Background: an optimization exercise with open tools, aiming at small area, a short achievable clock period and few clock cycles per item. Do not read the settings as production practice. The RTL was checked by simulation tests, not by an equivalence proof against the original design. Power and IR drop assume default switching activity.

===== design/flow/run.sh =====
#!/bin/bash
# synth_recipe.tcl (not shown) runs the flow's synth.tcl, then flattens the netlist and writes it again
# the make line also repeats each setting of config.mk as NAME=value (left out here)
make -C /OpenROAD-flow-scripts/flow DESIGN_CONFIG=/design/flow/config.mk WORK_HOME=/design/flow/orfs CLKGATE_MAP_FILE= SYNTH_SCRIPT=/design/flow/synth_recipe.tcl finish

===== design/flow/constraint.sdc =====
create_clock -name core_clock -period 9.5 [get_ports {clk_i}]
set_input_delay 1.9000 -clock core_clock [delete_from_list [all_inputs] [get_ports {clk_i}]]
set_output_delay 1.9000 -clock core_clock [all_outputs]
set_load 0.01 [all_outputs]

===== design/flow/config.mk =====
export PLATFORM = sky130hd
export DESIGN_NAME = vertex_fetch_index_cache
export DESIGN_NICKNAME = vertex_fetch_index_cache
export VERILOG_FILES = /design/flow/design.v
export SDC_FILE = /design/flow/constraint.sdc
export NUM_CORES = 4
export LEC_CHECK = 0
export CAP_MARGIN = 20
export CORE_MARGIN = 2
export CORE_UTILIZATION = 40
export SLEW_MARGIN = 20

===== design/flow/design.v =====
package vfic_pkg;
  localparam int unsigned BatchSize  = 66;
  localparam int unsigned MaxAttribs = 16;
  localparam int unsigned SlotW      = 7;
  localparam int unsigned AttrW      = 4;
  localparam int unsigned DescW      = 117;
  localparam logic [1:0] RegDrawMode = 2'd0;
  localparam logic [1:0] RegAttrMask = 2'd1;
  localparam logic [1:0] RegInCount  = 2'd2;
  localparam logic CmdVertex = 1'b0;
  localparam logic CmdLoad   = 1'b1;
  localparam logic KindSlot  = 1'b0;
  localparam logic KindFetch = 1'b1;
  typedef struct packed {
    logic [63:0] base;
    logic [15:0] stride;
    logic [31:0] offset;
    logic [4:0]  size;
  } attr_desc_t;
endpackage
module vfic_ram #(
  parameter int unsigned WIDTH = 32,
  parameter int unsigned DEPTH = 66
) (
  input  logic                     clk_i,
  input  logic                     we_i,
  input  logic [$clog2(DEPTH)-1:0] waddr_i,
  input  logic [WIDTH-1:0]         wdata_i,
  input  logic                     re_i,
  input  logic [$clog2(DEPTH)-1:0] raddr_i,
  output logic [WIDTH-1:0]         rdata_o
);
  logic [WIDTH-1:0] mem_q [DEPTH];
  logic [WIDTH-1:0] rdata_q;
  always_ff @(posedge clk_i) begin
    if (we_i) begin
      mem_q[waddr_i] <= wdata_i;
    end
    if (re_i) begin
      rdata_q <= mem_q[raddr_i];
    end
  end
  assign rdata_o = rdata_q;
endmodule
module vfic_addr_unit (
  input  logic        clk_i,
  input  logic        mul_en_i,
  input  logic [15:0] stride_i,
  input  logic [31:0] index_i,
  input  logic [63:0] base_i,
  input  logic [31:0] offset_i,
  output logic [63:0] addr_o
);
  logic [47:0] prod_q;
  always_ff @(posedge clk_i) begin
    if (mul_en_i) begin
      prod_q <= 48'(stride_i) * 48'(index_i);
    end
  end
  assign addr_o = base_i + {16'd0, prod_q} + {32'd0, offset_i};
endmodule
module vertex_fetch_index_cache (
  input  logic         clk_i,
  input  logic         rst_ni,
  input  logic         psel,
  input  logic         penable,
  input  logic         pwrite,
  input  logic [3:0]   paddr,
  input  logic [31:0]  pwdata,
  output logic [31:0]  prdata,
  output logic         pready,
  input  logic         s_axis_tvalid,
  output logic         s_axis_tready,
  input  logic [159:0] s_axis_tdata,
  input  logic         s_axis_tuser,
  input  logic         s_axis_tlast,
  output logic         m_axis_tvalid,
  input  logic         m_axis_tready,
  output logic [87:0]  m_axis_tdata,
  output logic         m_axis_tuser,
  output logic         m_axis_tlast
);
  localparam logic [2:0] StIdle = 3'd0;
  localparam logic [2:0] StSrd  = 3'd1;
  localparam logic [2:0] StScmp = 3'd2;
  localparam logic [2:0] StArd  = 3'd3;
  localparam logic [2:0] StAmul = 3'd4;
  localparam logic [2:0] StAadd = 3'd5;
  localparam logic [2:0] StSlot = 3'd6;
  localparam int unsigned SW = vfic_pkg::SlotW;
  logic        draw_mode_q;
  logic [15:0] mask_q;
  logic [4:0]  in_count_q;
  logic [2:0]    state_q, state_d;
  logic [SW-1:0] fill_q, pos_q, i_q, slot_q;
  logic [31:0]   ctr_q, idx_q;
  logic          last_q, hit_q;
  logic [4:0]    j_q, n_cnt;
  logic          ov_q;
  logic [87:0]   od_q;
  logic          ou_q, ol_q;
  logic          load_ok;
  logic          ov_set;
  vfic_pkg::attr_desc_t in_desc, rd_desc;
  logic [vfic_pkg::DescW-1:0] desc_rdata;
  logic [31:0]   tag_rdata;
  logic [63:0]   addr;
  logic [15:0]   stride_eff;
  logic          bend;
  logic          in_acc;
  logic          tag_we, tag_re, desc_we, desc_re, mul_en;
  assign pready = 1'b1;
  always_ff @(posedge clk_i or negedge rst_ni) begin
    if (!rst_ni) begin
      draw_mode_q <= 1'b0;
      mask_q      <= 16'd0;
      in_count_q  <= 5'd1;
    end else if (psel && penable && pwrite) begin
      unique case (paddr[3:2])
        vfic_pkg::RegDrawMode: draw_mode_q <= pwdata[0];
        vfic_pkg::RegAttrMask: mask_q      <= pwdata[15:0];
        vfic_pkg::RegInCount:  in_count_q  <= pwdata[4:0];
        default: ;
      endcase
    end
  end
  always_comb begin
    unique case (paddr[3:2])
      vfic_pkg::RegDrawMode: prdata = {31'd0, draw_mode_q};
      vfic_pkg::RegAttrMask: prdata = {16'd0, mask_q};
      vfic_pkg::RegInCount:  prdata = {27'd0, in_count_q};
      default:               prdata = 32'd0;
    endcase
  end
  assign in_desc.base   = s_axis_tdata[99:36];
  assign in_desc.stride = s_axis_tdata[115:100];
  assign in_desc.offset = s_axis_tdata[147:116];
  assign in_desc.size   = s_axis_tdata[152:148];
  assign rd_desc        = vfic_pkg::attr_desc_t'(desc_rdata);
  assign s_axis_tready = (state_q == StIdle);
  assign in_acc        = s_axis_tvalid && s_axis_tready;
  assign load_ok       = !ov_q || m_axis_tready;
  assign ov_set        = load_ok && ((state_q == StAadd) || (state_q == StSlot));
  assign n_cnt         = (in_count_q > 5'(vfic_pkg::MaxAttribs)) ?
                         5'(vfic_pkg::MaxAttribs) : in_count_q;
  assign stride_eff    = (rd_desc.stride != 16'd0) ? rd_desc.stride :
                         {11'd0, rd_desc.size};
  assign bend          = (({1'b0, pos_q} + 8'd1) >= 8'(vfic_pkg::BatchSize)) || last_q;
  assign desc_we = in_acc && (s_axis_tuser == vfic_pkg::CmdLoad);
  assign desc_re = (state_q == StArd) && (j_q < n_cnt) && mask_q[j_q[3:0]];
  assign tag_re  = (state_q == StSrd) && (i_q < fill_q);
  assign tag_we  = (state_q == StSlot) && load_ok && !hit_q;
  assign mul_en  = (state_q == StAmul);
  vfic_ram #(.WIDTH(32), .DEPTH(vfic_pkg::BatchSize)) u_tag_ram (
    .clk_i  (clk_i),
    .we_i   (tag_we),
    .waddr_i(fill_q),
    .wdata_i(idx_q),
    .re_i   (tag_re),
    .raddr_i(i_q),
    .rdata_o(tag_rdata)
  );
  vfic_ram #(.WIDTH(vfic_pkg::DescW), .DEPTH(vfic_pkg::MaxAttribs)) u_desc_ram (
    .clk_i  (clk_i),
    .we_i   (desc_we),
    .waddr_i(s_axis_tdata[35:32]),
    .wdata_i(in_desc),
    .re_i   (desc_re),
    .raddr_i(j_q[3:0]),
    .rdata_o(desc_rdata)
  );
  vfic_addr_unit u_addr (
    .clk_i   (clk_i),
    .mul_en_i(mul_en),
    .stride_i(stride_eff),
    .index_i (idx_q),
    .base_i  (rd_desc.base),
    .offset_i(rd_desc.offset),
    .addr_o  (addr)
  );
  always_comb begin
    state_d = state_q;
    unique case (state_q)
      StIdle: if (in_acc && s_axis_tuser == vfic_pkg::CmdVertex) state_d = StSrd;
      StSrd:  state_d = (i_q < fill_q) ? StScmp : StArd;
      StScmp: state_d = (tag_rdata == idx_q) ? StSlot : StSrd;
      StArd:  begin
        if (j_q >= n_cnt) begin
          state_d = StSlot;
        end else if (mask_q[j_q[3:0]]) begin
          state_d = StAmul;
        end
      end
      StAmul: state_d = StAadd;
      StAadd: if (load_ok) state_d = StArd;
      StSlot: if (load_ok) state_d = StIdle;
      default: state_d = StIdle;
    endcase
  end
  always_ff @(posedge clk_i or negedge rst_ni) begin
    if (!rst_ni) begin
      state_q <= StIdle;
      fill_q  <= '0;
      pos_q   <= '0;
      ctr_q   <= 32'd0;
      i_q     <= '0;
      j_q     <= 5'd0;
      hit_q   <= 1'b0;
      ov_q    <= 1'b0;
    end else begin
      state_q <= state_d;
      ov_q    <= ov_set || (ov_q && !m_axis_tready);
      unique case (state_q)
        StIdle: begin
          i_q   <= '0;
          j_q   <= 5'd0;
          hit_q <= 1'b0;
        end
        StSrd: if (i_q >= fill_q) slot_q <= fill_q;
        StScmp: begin
          if (tag_rdata == idx_q) begin
            hit_q  <= 1'b1;
            slot_q <= i_q;
          end else begin
            i_q <= i_q + SW'(1);
          end
        end
        StArd: if (j_q < n_cnt && !mask_q[j_q[3:0]]) j_q <= j_q + 5'd1;
        StAadd: begin
          if (load_ok) begin
            j_q <= j_q + 5'd1;
          end
        end
        StSlot: begin
          if (load_ok) begin
            if (bend) begin
              fill_q <= '0;
              pos_q  <= '0;
            end else begin
              pos_q <= pos_q + SW'(1);
              if (!hit_q) fill_q <= fill_q + SW'(1);
            end
            ctr_q <= last_q ? 32'd0 : ctr_q + 32'd1;
          end
        end
        default: ;
      endcase
    end
  end
  always_ff @(posedge clk_i) begin
    if (in_acc) begin
      idx_q  <= draw_mode_q ? ctr_q : s_axis_tdata[31:0];
      last_q <= s_axis_tlast;
    end
    if (state_q == StAadd && load_ok) begin
      od_q <= {6'd0, 1'b0, rd_desc.size, addr, j_q[3:0], 1'b0, slot_q};
      ou_q <= vfic_pkg::KindFetch;
      ol_q <= 1'b0;
    end else if (state_q == StSlot && load_ok) begin
      od_q <= {6'd0, bend, 5'd0, 64'd0, 4'd0, hit_q, slot_q};
      ou_q <= vfic_pkg::KindSlot;
      ol_q <= 1'b1;
    end
  end
  assign m_axis_tvalid = ov_q;
  assign m_axis_tdata  = od_q;
  assign m_axis_tuser  = ou_q;
  assign m_axis_tlast  = ol_q;
endmodule

==> impl_results.rst <==
.. list-table::
   :header-rows: 1

   * - Metric
     - Value
   * - IO Port Bufs
     - 281
   * - Wire length after detailed routing
     - 490,000 um
   * - Critical path class
     - reg2reg
   * - Fin Setup TNS
     - 0 ps
   * - Core area
     - 463,000 um2
   * - Average cell area after synthesis
     - 20.3 um2
   * - Total power of the final layout
     - 0.0758 W
   * - Vias
     - 92,000
   * - Number of buffers on the longest clock path
     - 4
   * - Global-route wire length before repair
     - 701,000 um
   * - TritonCTS Buffers
     - 441
   * - Result of the run
     - complete, no violations
   * - Global-route usage over all layers
     - 20.6%
   * - Leakage power of the design
     - 68.3 nW
   * - Maximum number of pins on one net before global-route repair
     - 122
   * - Die span in x
     - 686 um
   * - # nets final
     - 10,600
   * - Final worst hold slack
     - 448 ps
   * - Slew @ Worst Pin
     - 1100 ps
   * - Share of the synthesized area in the top cell type
     - 69.4%
   * - Worst r2r path cells
     - 24
   * - Most frequently used flop master after synthesis
     - sky130_fd_sc_hd__edfxtp_1
   * - Startpoint of the worst-slack reg-to-reg timing path
     - u_desc_ram.rdata_q[50]
   * - Worst slew margin
     - 26.2%
   * - Number of flops mapped to enable cells by yosys
     - 4,301
   * - Final clock period utilization by the worst path
     - 87.9%
   * - DRC violation count after routing
     - 0
   * - Max rail drop VDD
     - 1.20 mV
   * - Post-synthesis cell type with the largest combined area
     - sky130_fd_sc_hd__edfxtp_1
   * - Maximum clock rate
     - 120 MHz
   * - Type of destination of the critical path
     - register
   * - Arrival time of data at the critical path endpoint
     - 9040 ps
   * - Share of cells above drive strength 1
     - 23.3%
   * - Largest clock skew in the final design
     - 133 ps
   * - Nature of the critical path startpoint
     - register
   * - Mapped Cells
     - 9,148
   * - Slack of the worst reg-to-reg path
     - 1150 ps
   * - Count of hold buffers inserted by post-cts repair
     - 0
   * - PostCTS Resize Cnt
     - 0
   * - Initial antenna violation count
     - 49
   * - Min Clock Period, post-route
     - 8350 ps
   * - Power per Cell Area
     - 357 nW/um2
   * - Vias in the first global route
     - 96,100
   * - Worst Hold Path Cells
     - 2
   * - Finish-stage setup viols
     - 0
   * - Leading cell types by total area after synthesis
     - sky130_fd_sc_hd__edfxtp_1 (69%), sky130_fd_sc_hd__mux4_2 (15%), sky130_fd_sc_hd__fa_1 (4.9%)
   * - Min-Delay Endpoint
     - ou_q
   * - Biggest fanout along the worst timing path
     - 33
   * - Area of the die
     - 470,000 um2
   * - Unrepaired setup endpoints after global routing
     - false
   * - Placed wire-length estimate
     - 290,000 um
   * - Wire length per cell after detailed routing
     - 30.1 um
   * - Ys async rst share
     - 1.94%
   * - Number of top-level design ports
     - 330
   * - Register clock-pin slew on the reported worst setup and hold paths
     - 60 ps
   * - Post-CTS setup buffer count
     - 0
   * - Startpoint of the worst hold path
     - ou_q
   * - Clk latency of the worst-skew pair
     - 1020 ps
   * - Netlist cell types
     - 79
   * - Final hold violation count
     - 0
   * - Area growth from synthesis to layout
     - 14.1%
   * - Y dimension of the die
     - 686 um
   * - Endpoint of the lowest-slack register-to-register path
     - u_addr.prod_q[41]
   * - Syn Std Cell Area
     - 186,000 um2
   * - Max Cap Violations
     - 0
   * - Global route total overflow
     - 0
   * - Warning count from the yosys run
     - 4
   * - Master cell of the clock root buffer
     - sky130_fd_sc_hd__clkbuf_16
   * - Data required time of the critical path
     - 10,190 ps
   * - Total iterations of the first detailed-routing run
     - 5
   * - Post-DR vias/cell
     - 5.65
   * - Number of DRC markers after the initial detailed-route iteration
     - 9,281
   * - Pins Over Slew Limit
     - 0
   * - Sequential element share of the synthesized area
     - 70.6%
   * - Final worst-path setup slack
     - 1150 ps
   * - RePlAce Congestion
     - 0.855
   * - CTS tree
     - built
   * - Post-synthesis sequential element count
     - 4,390
   * - H-tree lvl count
     - 5
   * - Hold Path Class
     - reg2reg
   * - Number of core rows
     - 250
   * - Setup WS pre-CTS
     - 1040 ps
   * - TritonCTS Sinks
     - 4,390
   * - Starting utilization of the core area
     - 40.2%
   * - Remaining antenna violation count after routing
     - 0
   * - Filler instances
     - 38,500
placed cells by master, fill, tap and decap left out, drive strengths merged, types with 202 or more instances in the layout:
cell type / count
and2: 256
buf: 287
clkbuf: 546
clkdlybuf4s50: 280
edfxtp: 4301
fa: 451
ha: 202
inv: 496
mux4: 1262
nand2: 431
nor2: 252
synthesized netlist by cell type, drive strengths merged, types with 8 or more instances:
library cell	count
dfrtp	84
nor4	17
nor2	252
and3	32
a31oi	14
nand4	32
nand2	431
buf	149
nor2b	23
o21bai	14
fa	451
mux2i	39
mux2	57
o31ai	13
and4	10
or3	13
edfxtp	4301
nor3	28
clkbuf	317
o21ai	105
inv	478
ha	202
nor3b	9
nand3	59
a21o	73
and2	256
xnor2	57
mux4	1262
a211oi	10
nand2b	17
xor2	88
o211ai	8
a21oi	143
o21a	20
cell families after synthesis:
| group | count (synthesis) | synth area share, % |
|---|---|---|
| fa+ha+maj | 653 | 6.21 |
| other cells | 2 | 0.00404 |
| flops | 4390 | 70.6 |
| xor+xnor | 145 | 0.683 |
| mux | 1358 | 15.8 |
| buf+inv | 945 | 2.00 |
| simple gates | 1203 | 3.11 |
| compound gates | 452 | 1.54 |
metal layers:
layer	share of wire (%)	wire [um]	global-route usage, %
met5	0.056	276	0
met4	3.2	15500	5.92
met3	6.6	32400	3.21
met2	51	249000	35.7
met1	39	192000	27.1
per-stage QoR:
stage	cell area (um2)	instances	utilization, %
final	212000	16300	45.8
after global routing	212000	16300	45.8
after CTS	212000	16300	45.8
after detailed placement	198000	15400	42.7
after global placement	198000	15400	42.7
after floorplan	186000	9169	-
worst max-delay path: stages, from the launching register on:
cell,delay [ps]
sky130_fd_sc_hd__edfxtp_1,370
sky130_fd_sc_hd__buf_4,250
sky130_fd_sc_hd__nor4_1,290
sky130_fd_sc_hd__and4_1,330
sky130_fd_sc_hd__a21o_1,750
sky130_fd_sc_hd__buf_4,350
sky130_fd_sc_hd__nand2_1,110
sky130_fd_sc_hd__fa_1,520
sky130_fd_sc_hd__fa_1,520
sky130_fd_sc_hd__fa_1,520
sky130_fd_sc_hd__inv_1,50
sky130_fd_sc_hd__fa_1,490
sky130_fd_sc_hd__fa_1,500
sky130_fd_sc_hd__inv_1,50
sky130_fd_sc_hd__fa_1,480
sky130_fd_sc_hd__inv_1,40
sky130_fd_sc_hd__ha_1,330
sky130_fd_sc_hd__o21a_1,150
sky130_fd_sc_hd__o21a_1,130
sky130_fd_sc_hd__o211a_1,170
sky130_fd_sc_hd__o2111ai_1,100
sky130_fd_sc_hd__o21ai_0,750
sky130_fd_sc_hd__o21ai_0,370
sky130_fd_sc_hd__o31ai_1,340
sky130_fd_sc_hd__xor2_1,120
how the worst max path moves through the flow:
stage	from	end	cells after the start	slack, ps
floorplan	s_axis_tvalid	u_desc_ram.mem_q[1][0]	5	-40
global placement	u_desc_ram.rdata_q[42]	u_addr.prod_q[45]	25	990
detailed placement	u_desc_ram.rdata_q[50]	u_addr.prod_q[45]	25	1040
CTS	u_desc_ram.rdata_q[50]	u_addr.prod_q[41]	24	1030
global route	u_desc_ram.rdata_q[42]	u_addr.prod_q[41]	24	640
finish	u_desc_ram.rdata_q[50]	u_addr.prod_q[41]	24	1150
power by group:
part           switching [W]  internal, W
Sequential          0.000630       0.0234
Combinational         0.0206       0.0142
Clock                0.00745      0.00960
sequential cells by signal (all words and copies together), names as in the netlist, 3 cells and up:
| register | count |
|---|---|
| slot_q | 7 |
| fill_q | 7 |
| u_desc_ram.rdata_q | 117 |
| u_tag_ram.mem_q | 2112 |
| j_q | 5 |
| state_q | 3 |
| m_axis_tdata | 82 |
| in_count_q | 5 |
| u_addr.prod_q | 48 |
| u_tag_ram.rdata_q | 32 |
| u_desc_ram.mem_q | 1872 |
| idx_q | 32 |
| pos_q | 7 |
| mask_q | 16 |
| i_q | 7 |
| ctr_q | 32 |
layout make-up:
type / instances / area (um2) / area share, %
multi-input cells: 3834 / 51700 / 24.4
clock inverters: 268 / 2640 / 1.25
flip-flops and latches: 4390 / 131000 / 61.9
inverters: 478 / 1790 / 0.846
diodes: 25 / 62.6 / 0.0295
clock buffers: 546 / 11500 / 5.41
well taps: 6174 / 7720 / 3.64
repair buffers: 567 / 5390 / 2.54
Testbench counts, summed over its fixed seeds: cycles 773,980, vertices 22,812.

-- port drivers added, routing unchanged --
Ports are ideal in the flow. The routed layout listed here was re-timed in OpenROAD.
Step 1 (the two cells are an assumption about what drives the block):
set clk [get_ports {clk_i}]
set_driving_cell -lib_cell sky130_fd_sc_hd__clkbuf_16 $clk
set_driving_cell -lib_cell sky130_fd_sc_hd__buf_2 [delete_from_list [all_inputs] $clk]
Step 2, shift: input delay + t, output delay - t, t = (earliest + latest rising clock arrival at the registers) / 2. This alone moves slack from input paths to output paths.
a / b / c = ideal ports / drivers / drivers and shift; a / b = the first two.
t, ns: 1.083
slack for setup (ns): 1.151 / 1.151 / 1.151
worst data-port slew with drivers (ns): 0.18
After both steps this run still meets setup and hold. For this run, drivers alone change the setup slack by 0.000 ns; drivers and shift together by 0.000 ns.
